What follows belongs to an exercise in optimizing a design on an open flow for small area; a production flow would make more cautious choices.
The RTL was checked by simulation tests, not by an equivalence proof against the original design.
No activity file was given, so power comes from the tool's default toggle rates.

==> run a <==
==> flow/design.v (excerpt) <==
module gshare_bht #(
    parameter int unsigned NR_ENTRIES      = 1024,
    parameter int unsigned INSTR_PER_FETCH = 2,
    parameter int unsigned HIST_BITS       = 8,
    parameter int unsigned CTR_BITS        = 2,
    parameter int unsigned VLEN            = 64
) (
    input  logic                       clk_i,
    input  logic                       rst_ni,
    input  logic                       flush_i,
    input  logic                       debug_mode_i,
    input  logic [VLEN-1:0]            vpc_i,
    input  logic                       spec_valid_i,
    input  logic                       spec_taken_i,
    input  logic                       upd_valid_i,
    input  logic [VLEN-1:0]            upd_pc_i,
    input  logic                       upd_taken_i,
    input  logic                       upd_mispredict_i,
    input  logic [HIST_BITS-1:0]       upd_hist_i,
    output logic [INSTR_PER_FETCH-1:0] pred_valid_o,
    output logic [INSTR_PER_FETCH-1:0] pred_taken_o,
    output logic [HIST_BITS-1:0]       hist_o,
    output logic                       init_busy_o
  ...
clock: 12.0 ns
lec_check: 0
cap_margin: 20
core_margin: 2
core_utilization: 55
cts_buf_list: sky130_fd_sc_hd__clkbuf_16
cts_cluster_diameter: 100
cts_cluster_size: 24
slew_margin: 20
synth_hierarchical: 1
run.sh (not shown) runs the stock make flow with config.mk's settings and CLKGATE_MAP_FILE= SYNTH_SCRIPT=/design/flow/synth_recipe.tcl, a recipe that flattens the netlist after the stock synthesis.
==> inputs of run b, as changes to run a <==
--- a/flow/design.v
+++ b/flow/design.v
@@ -34,50 +34,42 @@
     assign pred_row = vpc_i[10:2] ^ {1'b0, ghr_q};
     assign upd_row  = upd_pc_i[10:2] ^ {1'b0, upd_hist_i};
     assign upd_lane = upd_pc_i[1];
     assign upd_en   = upd_valid_i && !debug_mode_i && state_q;
     assign wr_en    = upd_en || !state_q;
     assign wr_row   = state_q ? upd_row : row_cnt_q;
-    logic [15:0] wlo_n;
-    logic [31:0] whi_n;
+    logic [7:0] wd0, wd1, wd2;
     logic [NR_ROWS-1:0] wsel;
     always_comb begin
-        for (int i = 0; i < 16; i++) wlo_n[i] = !((wr_row[3:0] == 4'(i)) && wr_en);
-        for (int i = 0; i < 32; i++) whi_n[i] = !(wr_row[8:4] == 5'(i));
-    end
-    for (genvar r = 0; r < NR_ROWS; r++) begin : g_wsel
-        gshare_bht_nor2 u_sel (.a_i(whi_n[r/16]), .b_i(wlo_n[r%16]), .y_o(wsel[r]));
-    end
-    logic [15:0] plo;
-    logic [31:0] phi;
-    always_comb begin
-        for (int i = 0; i < 16; i++) plo[i] = (pred_row[3:0] == 4'(i));
-        for (int i = 0; i < 32; i++) phi[i] = (pred_row[8:4] == 5'(i));
-    end
-    logic [1:0] upd_grp  [32][5];
-    logic [1:0] pred_grp [32][4];
-    for (genvar g = 0; g < 32; g++) begin : g_grp
-        for (genvar b = 0; b < 5; b++) begin : g_ub
-            logic [15:0] d;
-            for (genvar k = 0; k < 16; k++) begin : g_k
-                assign d[k] = tbl_q[g*16+k][b];
-            end
-            gshare_bht_ao16 u_upd (.d_i(d), .s_i(wsel[g*16 +: 16]), .y_o(upd_grp[g][b]));
-            if (b > 0) begin : g_pb
-                gshare_bht_ao16 u_pred (.d_i(d), .s_i(plo), .y_o(pred_grp[g][b-1]));
-            end
+        for (int i = 0; i < 8; i++) begin
+            wd0[i] = (wr_row[2:0] == 3'(i)) && wr_en;
+            wd1[i] = (wr_row[5:3] == 3'(i));
+            wd2[i] = (wr_row[8:6] == 3'(i));
         end
+        for (int r = 0; r < NR_ROWS; r++)
+            wsel[r] = wd2[r/64] && wd1[(r/8)%8] && wd0[r%8];
     end
     always_comb begin
-        upd_code  = '0;
+        upd_code = '0;
+        for (int r = 0; r < NR_ROWS; r++)
+            upd_code = upd_code | (tbl_q[r] & {5{wsel[r]}});
+    end
+    logic [15:0] pl;
+    logic [31:0] ph;
+    always_comb begin
+        for (int i = 0; i < 16; i++) pl[i] = (pred_row[3:0] == 4'(i));
+        for (int i = 0; i < 32; i++) ph[i] = (pred_row[8:4] == 5'(i));
+    end
+    always_comb begin
+        logic [3:0] grp;
         pred_code = '0;
         for (int g = 0; g < 32; g++) begin
-            for (int b = 0; b < 5; b++)
-                upd_code[b] = upd_code[b] | upd_grp[g][b][0] | upd_grp[g][b][1];
-            for (int b = 0; b < 4; b++)
-                pred_code[b] = pred_code[b] | ((pred_grp[g][b][0] | pred_grp[g][b][1]) & phi[g]);
+            grp = '0;
+            for (int k = 0; k < 16; k++)
+                grp = grp | (tbl_q[g*16+k][4:1] & {4{pl[k]}});
+            pred_code = pred_code | (grp & {4{ph[g]}});
         end
     end
     logic       va, vb;
     logic [1:0] ca, cb, cn;
     always_comb begin
         va = 1'b0; vb = 1'b0; ca = 2'd2; cb = 2'd2;
@@ -135,46 +127,6 @@
     end
     assign init_busy_o  = !state_q;
     assign hist_o       = ghr_q;
     assign pred_valid_o = {v1 & state_q, v0 & state_q};
     assign pred_taken_o = {t1, t0};
 endmodule
-module gshare_bht_ao16 (
-    input  logic [15:0] d_i,
-    input  logic [15:0] s_i,
-    output logic [1:0]  y_o
-);
-    logic [5:0] n;
-    for (genvar i = 0; i < 5; i++) begin : g_ao
-        gshare_bht_ao222n u_ao (.d_i(d_i[3*i +: 3]), .s_i(s_i[3*i +: 3]), .y_o(n[i]));
-    end
-    gshare_bht_nand2 u_n15 (.a_i(d_i[15]), .b_i(s_i[15]), .y_o(n[5]));
-    gshare_bht_nand4 u_y0 (.a_i(n[3:0]), .y_o(y_o[0]));
-    gshare_bht_nand2 u_y1 (.a_i(n[4]), .b_i(n[5]), .y_o(y_o[1]));
-endmodule
-module gshare_bht_ao222n (
-    input  logic [2:0] d_i,
-    input  logic [2:0] s_i,
-    output logic       y_o
-);
-    assign y_o = !(|(d_i & s_i));
-endmodule
-module gshare_bht_nand2 (
-    input  logic a_i,
-    input  logic b_i,
-    output logic y_o
-);
-    assign y_o = !(a_i & b_i);
-endmodule
-module gshare_bht_nor2 (
-    input  logic a_i,
-    input  logic b_i,
-    output logic y_o
-);
-    assign y_o = !(a_i | b_i);
-endmodule
-module gshare_bht_nand4 (
-    input  logic [3:0] a_i,
-    output logic       y_o
-);
-    assign y_o = !(&a_i);
-endmodule
==> flow/config.mk (replaced) <==
export PLATFORM = sky130hd
export DESIGN_NAME = gshare_bht
export DESIGN_NICKNAME = gshare_bht
export VERILOG_FILES = /design/flow/design.v
export SDC_FILE = /design/flow/constraint.sdc
export NUM_CORES = 4
export LEC_CHECK = 0
export CAP_MARGIN = 20
export CORE_MARGIN = 2
export CORE_UTILIZATION = 35
export SLEW_MARGIN = 20
==> inputs of run c, as changes to run a <==
==> flow/design.v (replaced) <==
module gshare_bht #(
    parameter int unsigned NR_ENTRIES      = 1024,
    parameter int unsigned INSTR_PER_FETCH = 2,
    parameter int unsigned HIST_BITS       = 8,
    parameter int unsigned CTR_BITS        = 2,
    parameter int unsigned VLEN            = 64
) (
    input  logic                       clk_i,
    input  logic                       rst_ni,
    input  logic                       flush_i,
    input  logic                       debug_mode_i,
    input  logic [VLEN-1:0]            vpc_i,
    input  logic                       spec_valid_i,
    input  logic                       spec_taken_i,
    input  logic                       upd_valid_i,
    input  logic [VLEN-1:0]            upd_pc_i,
    input  logic                       upd_taken_i,
    input  logic                       upd_mispredict_i,
    input  logic [HIST_BITS-1:0]       upd_hist_i,
    output logic [INSTR_PER_FETCH-1:0] pred_valid_o,
    output logic [INSTR_PER_FETCH-1:0] pred_taken_o,
    output logic [HIST_BITS-1:0]       hist_o,
    output logic                       init_busy_o
);
    localparam int unsigned NR_ROWS = 512;
    logic                 state_q;    
    logic [8:0]           row_cnt_q;
    logic [7:0]           ghr_q;
    logic [4:0]           tbl_q [NR_ROWS];
    logic [8:0] pred_row, upd_row, wr_row;
    logic       upd_lane, upd_en, wr_en;
    logic [4:0] wr_code, upd_code;
    logic [3:0] pred_code;
    assign pred_row = vpc_i[10:2] ^ {1'b0, ghr_q};
    assign upd_row  = upd_pc_i[10:2] ^ {1'b0, upd_hist_i};
    assign upd_lane = upd_pc_i[1];
    assign upd_en   = upd_valid_i && !debug_mode_i && state_q;
    assign wr_en    = upd_en || !state_q;
    assign wr_row   = state_q ? upd_row : row_cnt_q;
    assign upd_code  = tbl_q[upd_row];
    assign pred_code = tbl_q[pred_row][4:1];
    logic       va, vb;
    logic [1:0] ca, cb, cn;
    always_comb begin
        va = 1'b0; vb = 1'b0; ca = 2'd2; cb = 2'd2;
        if (upd_code[4]) begin
            va = 1'b1; vb = 1'b1;
            ca = {upd_code[3], upd_code[1]};
            cb = {upd_code[2], upd_code[0]};
        end else if (upd_code[3]) begin
            va = 1'b1;
            ca = {upd_code[1], upd_code[0]};
        end else if (upd_code[2]) begin
            vb = 1'b1;
            cb = {upd_code[1], upd_code[0]};
        end
        if (upd_lane) cn = cb; else cn = ca;
        if (upd_taken_i) begin
            if (cn != 2'd3) cn = cn + 2'd1;
        end else begin
            if (cn != 2'd0) cn = cn - 2'd1;
        end
        if (upd_lane) begin vb = 1'b1; cb = cn; end
        else          begin va = 1'b1; ca = cn; end
        if (!state_q)        wr_code = 5'b00000;
        else if (va && vb)   wr_code = {1'b1, ca[1], cb[1], ca[0], cb[0]};
        else if (va)         wr_code = {3'b010, ca[1], ca[0]};
        else                 wr_code = {3'b001, cb[1], cb[0]};
    end
    always_ff @(posedge clk_i) begin
        if (wr_en) tbl_q[wr_row] <= wr_code;
    end
    always_ff @(posedge clk_i or negedge rst_ni) begin
        if (!rst_ni) begin
            state_q   <= 1'b0;
            row_cnt_q <= '0;
            ghr_q     <= '0;
        end else if (flush_i) begin
            state_q   <= 1'b0;
            row_cnt_q <= '0;
            ghr_q     <= '0;
        end else if (!state_q) begin
            row_cnt_q <= row_cnt_q + 9'd1;
            if (row_cnt_q == 9'd511) state_q <= 1'b1;
        end else if (!debug_mode_i) begin
            if (upd_valid_i && upd_mispredict_i) ghr_q <= {upd_hist_i[6:0], upd_taken_i};
            else if (spec_valid_i)               ghr_q <= {ghr_q[6:0], spec_taken_i};
        end
    end
    logic v0, t0, v1, t1;
    always_comb begin
        v0 = pred_code[3] | pred_code[2];
        t0 = pred_code[3] ? pred_code[2] : (pred_code[2] ? pred_code[0] : 1'b1);
        v1 = pred_code[3] | (!pred_code[2] & pred_code[1]);
        t1 = pred_code[3] ? pred_code[1] : ((!pred_code[2] & pred_code[1]) ? pred_code[0] : 1'b1);
    end
    assign init_busy_o  = !state_q;
    assign hist_o       = ghr_q;
    assign pred_valid_o = {v1 & state_q, v0 & state_q};
    assign pred_taken_o = {t1, t0};
endmodule
--- a/flow/config.mk
+++ b/flow/config.mk
@@ -9,7 +9,6 @@
 export CORE_MARGIN = 2
 export CORE_UTILIZATION = 55
 export CTS_BUF_LIST = sky130_fd_sc_hd__clkbuf_16
 export CTS_CLUSTER_DIAMETER = 100
 export CTS_CLUSTER_SIZE = 24
 export SLEW_MARGIN = 20
-export SYNTH_HIERARCHICAL = 1
==> qor summary <==
| item | run c | run a | run b |
|---|---|---|---|
| Path type of the worst setup path | input pin to output port | input pin to output port | - |
| Clock network power consumption | 0.00473 W | 0.00445 W | - |
| Inverter count of the layout excluding clock inverters | 2 | 3 | - |
| Total of endpoints with negative setup slack in the final report | 0 | 0 | - |
| Met3 WL post-DR | 41,050 um | 38,310 um | - |
| Worst-path clk slew | 0.10 ns | 0.11 ns | - |
| Routed length per instance | 42.46 um | 37.30 um | - |
| Drt initial violations | 10.15k | 15.77k | - |
| Die height | 466.5 um | 433.1 um | 571.0 um |
| Result of the run | timing/DRC/antenna clean | timing/DRC/antenna clean | aborted with a tool error |
| Stage where the flow stopped | - | - | global routing (5_1_grt) |
| Combined flip-flop and latch cell area | 0.07732 mm2 | 0.07732 mm2 | - |
| Post-synthesis instance area | 0.1177 mm2 | 0.1013 mm2 | 0.1125 mm2 |
| Slew at the pin closest to its max-slew limit | 1.309 ns | 1.293 ns | - |

-- separate check: timing with driven ports --
In the flow no input, the clock included, has a driving cell. The finished layouts below were timed again as built, in two steps. Step 1, drivers: a clkbuf_16 drives clk_i and a buf_2 each remaining input, both assumed. Step 2 moves the port delays by t, midway between the first and last clock arrival at a register: inputs arrive t later, outputs are due t later. That takes back most of the time a late clock gives input paths. Slacks: ideal / step 1 / step 2; pairs: ideal / step 1.
| run | shift t [ns] | setup WS [ns] | worst setup path at the end | clock arrival spread, ns |
|---|---|---|---|---|
| run a | 0.885 | 1.103 / 1.066 / 1.066 | input to output | 0.027 / 0.027 |
| run c | 0.924 | 1.011 / 0.976 / 0.976 | input to output | 0.034 / 0.034 |
After both steps setup and hold are still met in every run listed. For run a, which loses most, drivers alone change the setup slack by -0.037 ns; drivers and shift together by -0.037 ns.
